This design comes from an exercise in tuning for small area on the open sky130 flow, not from production work.
The RTL was checked by simulation tests, not by an equivalence proof against the original design.
Power is estimated from default activity; no workload was simulated.

## design.v

```verilog
`default_nettype none
package fetch_pkg;
    localparam int unsigned LANE_W = $clog2(4);
    localparam int unsigned OFS_W  = LANE_W + 2;     
    typedef logic [32-1:0]   addr_t;
    typedef logic [4-1:0]    lane_mask_t;
    typedef logic [LANE_W-1:0]          lane_idx_t;
    typedef logic [4*32-1:0] block_t;
    typedef enum logic [1:0] {
        IDLE,
        REQ,         
        WAIT_DATA
    } fetch_state_e;
endpackage
`default_nettype wire
`default_nettype none
package bpred_pkg;
    localparam int unsigned BTB_IDX_W = $clog2(16);
    localparam int unsigned BTB_TAG_W = 32 - BTB_IDX_W - ($clog2(4) + 2);
    typedef enum logic [1:0] {
        STRONG_NT = 2'b00,
        WEAK_NT   = 2'b01,
        WEAK_T    = 2'b10,
        STRONG_T  = 2'b11
    } ctr_e;
    typedef struct packed {
        logic                   valid;
        logic [BTB_TAG_W-1:0]   tag;
        logic [$clog2(4)-1:0] lane;     
        logic [32-1:0] target;
    } btb_entry_t;
    function automatic logic [1:0] ctr_next(input logic [1:0] cur, input logic taken);
        logic [1:0] nxt;
        nxt = cur;
        case (cur)
            2'b00:   nxt = taken ? 2'b01 : 2'b00;    
            2'b01:   nxt = taken ? 2'b10 : 2'b00;    
            2'b10:   nxt = taken ? 2'b11 : 2'b01;    
            2'b11:   nxt = taken ? 2'b11 : 2'b10;    
            default: nxt = 2'b01;
        endcase
        ctr_next = nxt;
    endfunction
endpackage
`default_nettype wire
`timescale 1ns/1ps
`default_nettype none
module pc_register (
    input  wire                         clk_i,
    input  wire                         arst_n_i,
    input  wire                         req_accept_i,
    input  wire                         exc_valid_i,
    input  wire fetch_pkg::addr_t       exc_pc_i,
    input  wire                         br_mispredict_i,
    input  wire fetch_pkg::addr_t       br_target_i,
    input  wire                         btb_hit_i,
    input  wire fetch_pkg::lane_idx_t   btb_lane_i,
    input  wire fetch_pkg::addr_t       btb_target_i,
    input  wire fetch_pkg::lane_mask_t  pht_taken_i,
    output fetch_pkg::addr_t            fetch_pc_o,
    output fetch_pkg::lane_mask_t       fetch_lane_en_o,
    output logic                        pred_taken_o,
    output fetch_pkg::addr_t            pred_target_o,
    output logic                        flush_o
);
    localparam int unsigned LANE_W = fetch_pkg::LANE_W;
    localparam int unsigned OFS_W  = fetch_pkg::OFS_W;
    fetch_pkg::addr_t       pc_q;
    fetch_pkg::addr_t       seq_pc;
    fetch_pkg::addr_t       redirect_pc;
    fetch_pkg::lane_mask_t  from_ofs;
    fetch_pkg::lane_mask_t  upto_br;
    assign from_ofs = {4{1'b1}} << pc_q[2 +: LANE_W];
    assign upto_br  = {4{1'b1}} >> (4 - 1 - btb_lane_i);
    assign pred_taken_o = btb_hit_i && from_ofs[btb_lane_i] && pht_taken_i[btb_lane_i];
    assign fetch_lane_en_o = pred_taken_o ? (from_ofs & upto_br) : from_ofs;
    assign seq_pc        = {pc_q[32-1:OFS_W] + 1'b1, {OFS_W{1'b0}}};
    assign pred_target_o = pred_taken_o ? btb_target_i : seq_pc;
    assign flush_o     = exc_valid_i | br_mispredict_i;
    assign redirect_pc = exc_valid_i ? exc_pc_i : br_target_i;   
    always_ff @(posedge clk_i or negedge arst_n_i) begin
        if (!arst_n_i) begin
            pc_q <= 32'h0000_1000;
        end else if (flush_o) begin
            pc_q <= redirect_pc;
        end else if (req_accept_i) begin
            pc_q <= pred_target_o;
        end
    end
    assign fetch_pc_o = pc_q;
endmodule
`default_nettype wire
`timescale 1ns/1ps
`default_nettype none
module branch_target_buffer (
    input  wire                         clk_i,
    input  wire                         arst_n_i,
    input  wire fetch_pkg::addr_t       fetch_pc_i,
    input  wire                         upd_valid_i,
    input  wire fetch_pkg::addr_t       upd_pc_i,
    input  wire                         upd_taken_i,
    input  wire fetch_pkg::addr_t       upd_target_i,
    output logic                        hit_o,
    output fetch_pkg::lane_idx_t        lane_o,
    output fetch_pkg::addr_t            target_o
);
    localparam int unsigned OFS_W = fetch_pkg::OFS_W;
    localparam int unsigned IDX_W = bpred_pkg::BTB_IDX_W;
    localparam int unsigned TAG_W = bpred_pkg::BTB_TAG_W;
    logic [16-1:0]                            valid_q;
    logic [16-1:0][TAG_W-1:0]                 tag_q;
    logic [16-1:0][fetch_pkg::LANE_W-1:0]     lane_q;
    logic [16-1:0][32-1:0]         target_q;
    bpred_pkg::btb_entry_t  rd_entry;
    bpred_pkg::btb_entry_t  upd_entry;
    bpred_pkg::btb_entry_t  upd_old;
    logic [IDX_W-1:0]       rd_idx;
    logic [TAG_W-1:0]       rd_tag;
    logic [IDX_W-1:0]       upd_idx;
    logic [TAG_W-1:0]       upd_tag;
    fetch_pkg::lane_idx_t   upd_lane;
    logic                   upd_match;
    assign rd_idx   = fetch_pc_i[OFS_W +: IDX_W];
    assign rd_tag   = fetch_pc_i[32-1 -: TAG_W];
    always_comb begin
        rd_entry        = '0;
        rd_entry.valid  = valid_q[rd_idx];
        rd_entry.tag    = tag_q[rd_idx];
        rd_entry.lane   = lane_q[rd_idx];
        rd_entry.target = target_q[rd_idx];
    end
    assign hit_o    = rd_entry.valid && (rd_entry.tag == rd_tag);
    assign lane_o   = rd_entry.lane;
    assign target_o = rd_entry.target;
    assign upd_idx  = upd_pc_i[OFS_W +: IDX_W];
    assign upd_tag  = upd_pc_i[32-1 -: TAG_W];
    assign upd_lane = upd_pc_i[2 +: fetch_pkg::LANE_W];
    always_comb begin
        upd_old        = '0;
        upd_old.valid  = valid_q[upd_idx];
        upd_old.tag    = tag_q[upd_idx];
        upd_old.lane   = lane_q[upd_idx];
        upd_old.target = target_q[upd_idx];
    end
    assign upd_match = upd_old.valid && (upd_old.tag == upd_tag) && (upd_old.lane == upd_lane);
    always_comb begin
        upd_entry        = '0;
        upd_entry.valid  = 1'b1;
        upd_entry.tag    = upd_tag;
        upd_entry.lane   = upd_lane;
        upd_entry.target = upd_target_i;
    end
    for (genvar i = 0; i < 16; i++) begin : g_entry
        always_ff @(posedge clk_i or negedge arst_n_i) begin
            if (!arst_n_i) begin
                valid_q[i]  <= 1'b0;
                tag_q[i]    <= '0;
                lane_q[i]   <= '0;
                target_q[i] <= '0;
            end else if (upd_valid_i && (upd_idx == IDX_W'(i))) begin
                if (upd_taken_i) begin
                    valid_q[i]  <= upd_entry.valid;
                    tag_q[i]    <= upd_entry.tag;
                    lane_q[i]   <= upd_entry.lane;
                    target_q[i] <= upd_entry.target;
                end else if (upd_match) begin
                    valid_q[i]  <= 1'b0;         
                end
            end
        end
    end
endmodule
`default_nettype wire
`timescale 1ns/1ps
`default_nettype none
module pattern_history_table (
    input  wire                         clk_i,
    input  wire                         arst_n_i,
    input  wire fetch_pkg::addr_t       fetch_pc_i,
    input  wire                         upd_valid_i,
    input  wire fetch_pkg::addr_t       upd_pc_i,
    input  wire                         upd_taken_i,
    output fetch_pkg::lane_mask_t       taken_o
);
    localparam int unsigned LANE_W = fetch_pkg::LANE_W;
    localparam int unsigned OFS_W  = fetch_pkg::OFS_W;
    localparam int unsigned IDX_W  = $clog2(64);
    logic [64-1:0][1:0] ctr_q;
    logic [IDX_W-1:0]   upd_idx;
    for (genvar l = 0; l < 4; l++) begin : g_lane
        logic [IDX_W-1:0] rd_idx;
        assign rd_idx = {fetch_pc_i[OFS_W +: IDX_W-LANE_W], LANE_W'(l)};
        assign taken_o[l] = (ctr_q[rd_idx] == bpred_pkg::WEAK_T) ||
                            (ctr_q[rd_idx] == bpred_pkg::STRONG_T);
    end
    assign upd_idx = upd_pc_i[2 +: IDX_W];      
    for (genvar i = 0; i < 64; i++) begin : g_ctr
        always_ff @(posedge clk_i or negedge arst_n_i) begin
            if (!arst_n_i) begin
                ctr_q[i] <= bpred_pkg::WEAK_NT;
            end else if (upd_valid_i && (upd_idx == IDX_W'(i))) begin
                ctr_q[i] <= bpred_pkg::ctr_next(ctr_q[i], upd_taken_i);
            end
        end
    end
endmodule
`default_nettype wire
`timescale 1ns/1ps
`default_nettype none
module fetch_ctrl (
    input  wire                         clk_i,
    input  wire                         arst_n_i,
    input  wire fetch_pkg::addr_t       fetch_pc_i,
    input  wire fetch_pkg::lane_mask_t  fetch_lane_en_i,
    input  wire                         pred_taken_i,
    input  wire fetch_pkg::addr_t       pred_target_i,
    input  wire                         flush_i,
    input  wire                         inst_index_ok_i,
    input  wire                         inst_data_ok_i,
    input  wire fetch_pkg::block_t      inst_rdata_i,
    input  wire                         iq_ready_i,
    output logic                        req_accept_o,
    output logic                        inst_req_o,
    output fetch_pkg::addr_t            inst_index_o,
    output logic                        iq_valid_o,
    output fetch_pkg::addr_t            iq_pc_o,
    output fetch_pkg::block_t           iq_inst_o,
    output fetch_pkg::lane_mask_t       iq_lane_en_o,
    output logic                        iq_pred_taken_o,
    output fetch_pkg::addr_t            iq_pred_target_o
);
    localparam int unsigned OFS_W = fetch_pkg::OFS_W;
    fetch_pkg::fetch_state_e    state_q;
    fetch_pkg::fetch_state_e    state_d;
    logic                       drop_q;      
    logic                       data_fire;
    logic                       iq_fire;
    logic                       can_issue;
    fetch_pkg::addr_t           meta_pc_q;
    fetch_pkg::lane_mask_t      meta_lane_en_q;
    logic                       meta_pred_taken_q;
    fetch_pkg::addr_t           meta_pred_target_q;
    logic                       buf_valid_q;
    fetch_pkg::addr_t           buf_pc_q;
    fetch_pkg::block_t          buf_inst_q;
    fetch_pkg::lane_mask_t      buf_lane_en_q;
    logic                       buf_pred_taken_q;
    fetch_pkg::addr_t           buf_pred_target_q;
    assign inst_req_o   = (state_q == fetch_pkg::REQ) && !flush_i;   
    assign inst_index_o = {fetch_pc_i[32-1:OFS_W], {OFS_W{1'b0}}};
    assign req_accept_o = inst_req_o && inst_index_ok_i;
    assign iq_fire   = buf_valid_q && iq_ready_i;
    assign can_issue = !buf_valid_q || iq_ready_i;
    assign data_fire = (state_q == fetch_pkg::WAIT_DATA) && inst_data_ok_i && !drop_q && !flush_i;
    always_comb begin
        state_d = state_q;
        case (state_q)
            fetch_pkg::IDLE: begin
                if (can_issue) begin
                    state_d = fetch_pkg::REQ;
                end
            end
            fetch_pkg::REQ: begin
                if (req_accept_o) begin
                    state_d = fetch_pkg::WAIT_DATA;
                end
            end
            fetch_pkg::WAIT_DATA: begin
                if (inst_data_ok_i) begin
                    state_d = fetch_pkg::IDLE;
                end
            end
            default: state_d = fetch_pkg::IDLE;
        endcase
    end
    always_ff @(posedge clk_i or negedge arst_n_i) begin
        if (!arst_n_i) begin
            state_q <= fetch_pkg::IDLE;
            drop_q  <= 1'b0;
        end else begin
            state_q <= state_d;
            if (state_q == fetch_pkg::WAIT_DATA) begin
                if (inst_data_ok_i) begin
                    drop_q <= 1'b0;
                end else if (flush_i) begin
                    drop_q <= 1'b1;
                end
            end
        end
    end
    always_ff @(posedge clk_i) begin
        if (req_accept_o) begin
            meta_pc_q          <= fetch_pc_i;
            meta_lane_en_q     <= fetch_lane_en_i;
            meta_pred_taken_q  <= pred_taken_i;
            meta_pred_target_q <= pred_target_i;
        end
    end
    always_ff @(posedge clk_i or negedge arst_n_i) begin
        if (!arst_n_i) begin
            buf_valid_q <= 1'b0;
        end else if (flush_i) begin
            buf_valid_q <= 1'b0;
        end else if (data_fire) begin
            buf_valid_q <= 1'b1;
        end else if (iq_fire) begin
            buf_valid_q <= 1'b0;
        end
    end
    always_ff @(posedge clk_i) begin
        if (data_fire) begin
            buf_pc_q          <= meta_pc_q;
            buf_inst_q        <= inst_rdata_i;
            buf_lane_en_q     <= meta_lane_en_q;
            buf_pred_taken_q  <= meta_pred_taken_q;
            buf_pred_target_q <= meta_pred_target_q;
        end
    end
    assign iq_valid_o       = buf_valid_q;
    assign iq_pc_o          = buf_pc_q;
    assign iq_inst_o        = buf_inst_q;
    assign iq_lane_en_o     = buf_lane_en_q;
    assign iq_pred_taken_o  = buf_pred_taken_q;
    assign iq_pred_target_o = buf_pred_target_q;
endmodule
`default_nettype wire
`timescale 1ns/1ps
`default_nettype none
module fetch_stage (
    input  wire                         clk_i,
    input  wire                         arst_n_i,
    output logic                        inst_req_o,
    output fetch_pkg::addr_t            inst_index_o,
    input  wire                         inst_index_ok_i,
    input  wire                         inst_data_ok_i,
    input  wire fetch_pkg::block_t      inst_rdata_i,
    output logic                        iq_valid_o,
    input  wire                         iq_ready_i,
    output fetch_pkg::addr_t            iq_pc_o,
    output fetch_pkg::block_t           iq_inst_o,
    output fetch_pkg::lane_mask_t       iq_lane_en_o,
    output logic                        iq_pred_taken_o,
    output fetch_pkg::addr_t            iq_pred_target_o,
    input  wire                         br_update_valid_i,
    input  wire fetch_pkg::addr_t       br_pc_i,
    input  wire                         br_taken_i,
    input  wire fetch_pkg::addr_t       br_target_i,
    input  wire                         br_mispredict_i,
    input  wire                         exc_valid_i,
    input  wire fetch_pkg::addr_t       exc_pc_i
);
    fetch_pkg::addr_t       fetch_pc;
    fetch_pkg::lane_mask_t  fetch_lane_en;
    logic                   pred_taken;
    fetch_pkg::addr_t       pred_target;
    logic                   flush;
    logic                   req_accept;
    logic                   btb_hit;
    fetch_pkg::lane_idx_t   btb_lane;
    fetch_pkg::addr_t       btb_target;
    fetch_pkg::lane_mask_t  pht_taken;
    pc_register u_pc_register (
        .clk_i           (clk_i),
        .arst_n_i        (arst_n_i),
        .req_accept_i    (req_accept),
        .exc_valid_i     (exc_valid_i),
        .exc_pc_i        (exc_pc_i),
        .br_mispredict_i (br_mispredict_i),
        .br_target_i     (br_target_i),
        .btb_hit_i       (btb_hit),
        .btb_lane_i      (btb_lane),
        .btb_target_i    (btb_target),
        .pht_taken_i     (pht_taken),
        .fetch_pc_o      (fetch_pc),
        .fetch_lane_en_o (fetch_lane_en),
        .pred_taken_o    (pred_taken),
        .pred_target_o   (pred_target),
        .flush_o         (flush)
    );
    branch_target_buffer u_branch_target_buffer (
        .clk_i        (clk_i),
        .arst_n_i     (arst_n_i),
        .fetch_pc_i   (fetch_pc),
        .upd_valid_i  (br_update_valid_i),
        .upd_pc_i     (br_pc_i),
        .upd_taken_i  (br_taken_i),
        .upd_target_i (br_target_i),
        .hit_o        (btb_hit),
        .lane_o       (btb_lane),
        .target_o     (btb_target)
    );
    pattern_history_table u_pattern_history_table (
        .clk_i       (clk_i),
        .arst_n_i    (arst_n_i),
        .fetch_pc_i  (fetch_pc),
        .upd_valid_i (br_update_valid_i),
        .upd_pc_i    (br_pc_i),
        .upd_taken_i (br_taken_i),
        .taken_o     (pht_taken)
    );
    fetch_ctrl u_fetch_ctrl (
        .clk_i            (clk_i),
        .arst_n_i         (arst_n_i),
        .fetch_pc_i       (fetch_pc),
        .fetch_lane_en_i  (fetch_lane_en),
        .pred_taken_i     (pred_taken),
        .pred_target_i    (pred_target),
        .flush_i          (flush),
        .inst_index_ok_i  (inst_index_ok_i),
        .inst_data_ok_i   (inst_data_ok_i),
        .inst_rdata_i     (inst_rdata_i),
        .iq_ready_i       (iq_ready_i),
        .req_accept_o     (req_accept),
        .inst_req_o       (inst_req_o),
        .inst_index_o     (inst_index_o),
        .iq_valid_o       (iq_valid_o),
        .iq_pc_o          (iq_pc_o),
        .iq_inst_o        (iq_inst_o),
        .iq_lane_en_o     (iq_lane_en_o),
        .iq_pred_taken_o  (iq_pred_taken_o),
        .iq_pred_target_o (iq_pred_target_o)
    );
endmodule
`default_nettype wire
```

## run.sh

```bash
#!/bin/bash
# synth_recipe.tcl (not shown) runs the flow's synth.tcl, then flattens the netlist and writes it again
# the make line also repeats each setting of config.mk as NAME=value (left out here)
make -C /OpenROAD-flow-scripts/flow DESIGN_CONFIG=/design/flow/config.mk WORK_HOME=/design/flow/orfs CLKGATE_MAP_FILE= SYNTH_SCRIPT=/design/flow/synth_recipe.tcl finish
```

## config.mk

```make
export PLATFORM = sky130hd
export DESIGN_NAME = fetch_stage
export DESIGN_NICKNAME = fetch_stage
export VERILOG_FILES = /design/flow/design.v
export SDC_FILE = /design/flow/constraint.sdc
export NUM_CORES = 4
export LEC_CHECK = 0
export CAP_MARGIN = 20
export CORE_MARGIN = 2
export CORE_UTILIZATION = 40
export SLEW_MARGIN = 20
```

## constraint.sdc

```tcl
create_clock -name core_clock -period 6.0 [get_ports {clk_i}]
set_input_delay 1.2000 -clock core_clock [delete_from_list [all_inputs] [get_ports {clk_i}]]
set_output_delay 1.2000 -clock core_clock [all_outputs]
set_load 0.01 [all_outputs]
```

==> impl_summary.txt <==
----------------------------------------------------
[GRT]
  First-pass GRT wire length ... 288 mm
  Antenna violations before repair ... 20
  Global routing usage summed across all routing layers ... 0.232
  Gr ovfl total ... 0
  Number of global-route vias before repair ... 41700
  Largest net degree at the start of global routing ... between 150 and 200

[Timing]
  Final-report hold violation count ... 0
  Final Cycle Share ... 0.792
  Final setup skew ... 0.0239 ns
  Worst slew pin tran ... 1.05 ns
  Number of max-slew violations in the final report ... 0
  Shortest clock period the worst path allows after layout ... 4.75 ns
  Upper clock frequency limit ... 211 MHz
  Final count of negative-setup-slack endpoints ... 0
  RSZ-0062 raised after global routing ... no
  Slew margin rel. ... 0.297
  Final-layout worst hold slack ... just over 0.4 ns
  Accumulated negative setup slack ... 0 ns

[Routing]
  DR vias ... 41000
  Antenna violation net count after detailed routing ... 0
  Iteration count of the initial detailed-routing pass ... 6
  Number of DRC violations after detailed routing ... 0
  Via count normalized by instance count ... 5.79
  Number of DRC markers in iteration 0 ... 3189
  Wire per inst ... 27.3 um
  Detailed-route wire length ... slightly below 200 mm

[Synth]
  Flip-flop and latch count after synthesis ... 1374
  Number of distinct standard cells referenced by the synthesized netlist ... 65
  Ys flop type ... dfrtp_1
  Most frequent cell after synthesis ... dfrtp_1
  Share of synthesized registers carrying an async set or reset ... 0.806
  Gate count after technology mapping ... 4472
  Leading cell types by total area after synthesis ... dfrtp_1 (40%), mux2_2 (17%), mux4_2 (14%), edfxtp_1 (12%), dfstp_2 (2.6%)
  Post-synth EDFFs ... 266
  Post-synth top area share ... 0.401
  Fraction of the yosys area taken by sequential cells ... 0.551
  Cell types with the highest counts after synthesis ... dfrtp_1 (1043), mux2_2 (960), mux4_2 (400), edfxtp_1 (266), clkbuf_1 (254)
  Avg Cell Area, Syn ... approximately 15 um^2
  Synthesis warning total ... 4
  Largest area contributor in the synthesized netlist ... dfrtp_1
  Post-synthesis instance area ... 65000 um^2

[Finish]
  Final-stage net count ... 5033
  Growth of design area from synthesis to finish ... 18.3%
  Layout cell share with drive strength beyond 1 ... 0.372

[Worst hold path]
  Hold/Removal Path Class ... register to register

[Setup path]
  Top fanout value on the critical path ... 45
  Type of the setup path with the least slack ... register to register
  Setup crit start kind ... register
  Critical Path End Type ... register
  Data arrival time of the critical path ... roughly 5.2 ns
  Required time at the worst-slack endpoint ... 6.48 ns

[Die]
  Horiz. Die Dim ... 407 um
  Initial Util ... 0.404
  Vertical die dimension ... between 400 and 500 um
  Total number of placement rows ... 147
  Die Footprint ... 166000 um^2
  I/O Pins ... between 400 and 500
  Placeable core region ... around 160000 um^2

[Pwr]
  Leakage ... 31.3 nW
  Combinational power share ... 0.175
  Power share of the sequential group ... 0.459
  Clk pwr share ... 0.367
  Proportion of total power due to net switching ... 0.259
  Power per unit of standard cell area ... roughly 330 nW/um^2
  Net load switching power ... about 0.0067 W
  Total internal power ... 0.0190 W
  VDD IR-drop max ... 314 uV

[Run]
  Reported max-cap violation count ... 0

[CTS]
  Post-CTS Hold Fix Bufs ... 0
  Total setup buffers inserted after CTS ... 0
  Clk sinks ... 1374
  Root Buffer ... clkbuf_16
  Maximum buffer depth of the clock tree ... 3
  H-tree level count ... 4
  CTS tree ... yes
  Post-cts repair resize count ... 0
  Clock buffers created by TritonCTS ... 152
  Clock-pin slew of the registers on the worst-case setup and hold paths ... 0.06 ns
  Clock latency (worst-skew pair) ... 0.78 ns

[Placed design]
  Post-DP HPWL ... 120 mm
  Port-buffer cells ... between 400 and 500
  Gpl congestion ... 0.824

[Status]
  Status ... complete, no violations

----------------------------------------------------
## cells by family after synthesis
| kind of cell | count (synthesis) | synth area share |
|---|---|---|
| other | 1 | 0.0000577 |
| AO/OA/AOI/OAI | 545 | 0.0470 |
| XOR/XNOR | 86 | 0.0116 |
| buffers and inverters | 425 | 0.0283 |
| flip-flops | 1374 | 0.551 |
| multiplexers | 1459 | 0.321 |
| adder cells (fa/ha/maj) | 1 | 0.000192 |
| AND/OR/NAND/NOR | 581 | 0.0414 |
## flip-flops by register name (all words and copies together), names as in the netlist
name,flops
u_branch_target_buffer.tag_q,384
u_fetch_ctrl.buf_lane_en_q,4
u_fetch_ctrl.meta_pc_q,32
u_fetch_ctrl.drop_q,1
u_fetch_ctrl.meta_pred_taken_q,1
u_fetch_ctrl.meta_pred_target_q,32
u_branch_target_buffer.lane_q,32
u_fetch_ctrl.buf_pred_taken_q,1
u_pattern_history_table.ctr_q,128
u_fetch_ctrl.state_q,2
u_fetch_ctrl.meta_lane_en_q,4
u_fetch_ctrl.buf_pred_target_q,32
u_branch_target_buffer.valid_q,16
u_fetch_ctrl.buf_inst_q,128
u_pc_register.pc_q,32
u_branch_target_buffer.target_q,512
u_fetch_ctrl.buf_pc_q,32
u_fetch_ctrl.buf_valid_q,1
## critical path, stage by stage (launching register included)
cell	delay, ns
dfrtp_4	0.89
buf_4	0.43
nor2b_1	0.53
a22oi_1	0.22
o31a_1	0.37
a22oi_1	0.45
o21ai_0	0.19
nand3b_1	0.18
or4_1	0.78
inv_1	0.24
a31oi_1	0.11
## metrics by stage
stage / total power [W] / setup WS (ns) / instance area [um^2] / utilization / std cells
final: 0.0257 / 1.25 / 76900 / 0.478 / 7088
after global routing: 0.0268 / 1.06 / 76900 / 0.478 / 7086
after global placement: 0.0163 / 1.28 / 71900 / 0.447 / 6804
after detailed placement: 0.0164 / 1.24 / 71900 / 0.447 / 6805
after CTS: 0.0259 / 1.34 / 76900 / 0.478 / 7083
after floorplan: 0.0149 / -0.718 / 65100 / - / 4475
## power groups by stage
stage          sequential, W  clock (W)  combinational [W]
6_report              0.0118    0.00942            0.00448
5_1_grt               0.0119     0.0100            0.00481
4_1_cts               0.0118    0.00961            0.00452
3_5_place_dp          0.0119          0            0.00450
3_3_place_gp          0.0119          0            0.00441
2_1_floorplan         0.0115          0            0.00336
## per-layer routing
layer  routed length, um  vias up  track usage
met2               91200     1313        0.370
met4                4760       14       0.0626
met3               11700      262       0.0458
li1                    -    17400            -
met5                  88        -            0
met1               86000    22000        0.326
## final cells by class
| cell class | count | area (um^2) |
|---|---|---|
| Antenna cell | 5 | 12.5 |
| Inverter | 10 | 40.0 |
| Timing Repair Buffer | 585 | 5810 |
| Clock buffer | 238 | 4590 |
| Clock inverter | 40 | 427 |
| Sequential cell | 1374 | 35800 |
| Fill cell | 13900 | 84000 |
| Tap cell | 2160 | 2700 |
| Multi-Input combinational cell | 2676 | 27600 |
## cell usage in the layout (no fill, tap or decap), types with 27 or more instances in the layout
master           instances
nor2_1                 192
xnor2_1                 68
a31oi_1                 47
dfstp_2                 65
clkdlybuf4s50_1        449
mux2i_1                 84
nor3b_1                 46
mux2_2                 960
dfrtp_1               1039
clkbuf_16              162
o21ai_0                239
edfxtp_1               266
a21oi_1                167
nand2_1                183
buf_4                  105
and3_1                  27
clkbuf_1                51
mux4_2                 400
## final timing paths
kind                                                           from                                 end  depth (start not counted)  slack [ns]
worst min register to register  u_fetch_ctrl.meta_pred_target_q[15]  u_fetch_ctrl.buf_pred_target_q[15]                          0        0.41
worst max register to register                u_pc_register.pc_q[7]      u_fetch_ctrl.meta_lane_en_q[1]                         10        1.25
worst max-delay path                          u_pc_register.pc_q[7]      u_fetch_ctrl.meta_lane_en_q[1]                         10        1.25
worst min-delay path            u_fetch_ctrl.meta_pred_target_q[15]  u_fetch_ctrl.buf_pred_target_q[15]                          0        0.41
min in group asynchronous                                  arst_n_i   u_pattern_history_table.ctr_q[61]                          1        0.50
max in group asynchronous                                  arst_n_i   u_branch_target_buffer.tag_q[128]                          2        3.95

-- re-timing with driven ports --
The flow's constraints put no driver on any port. The routed layout listed below was extracted and timed again, unchanged, in two steps.
Step 1: set_driving_cell puts a clkbuf_16 on clk_i and a buf_2 on each other input, an assumption about the parent block.
Step 2 moves the port delays by t, midway between the first and last clock arrival at a register: inputs arrive t later, outputs are due t later. That takes back most of the time a late clock gives input paths.
Three values: ideal ports, drivers, drivers and shift; two values: the first two.
t, ns: 0.856
setup WS [ns]: 1.249 / 1.249 / 1.239
worst slew at a driven data input, ns: 0.25
After both steps setup and hold are still met in this run. For this run, drivers alone change the setup slack by 0.000 ns; drivers and shift together by -0.010 ns.
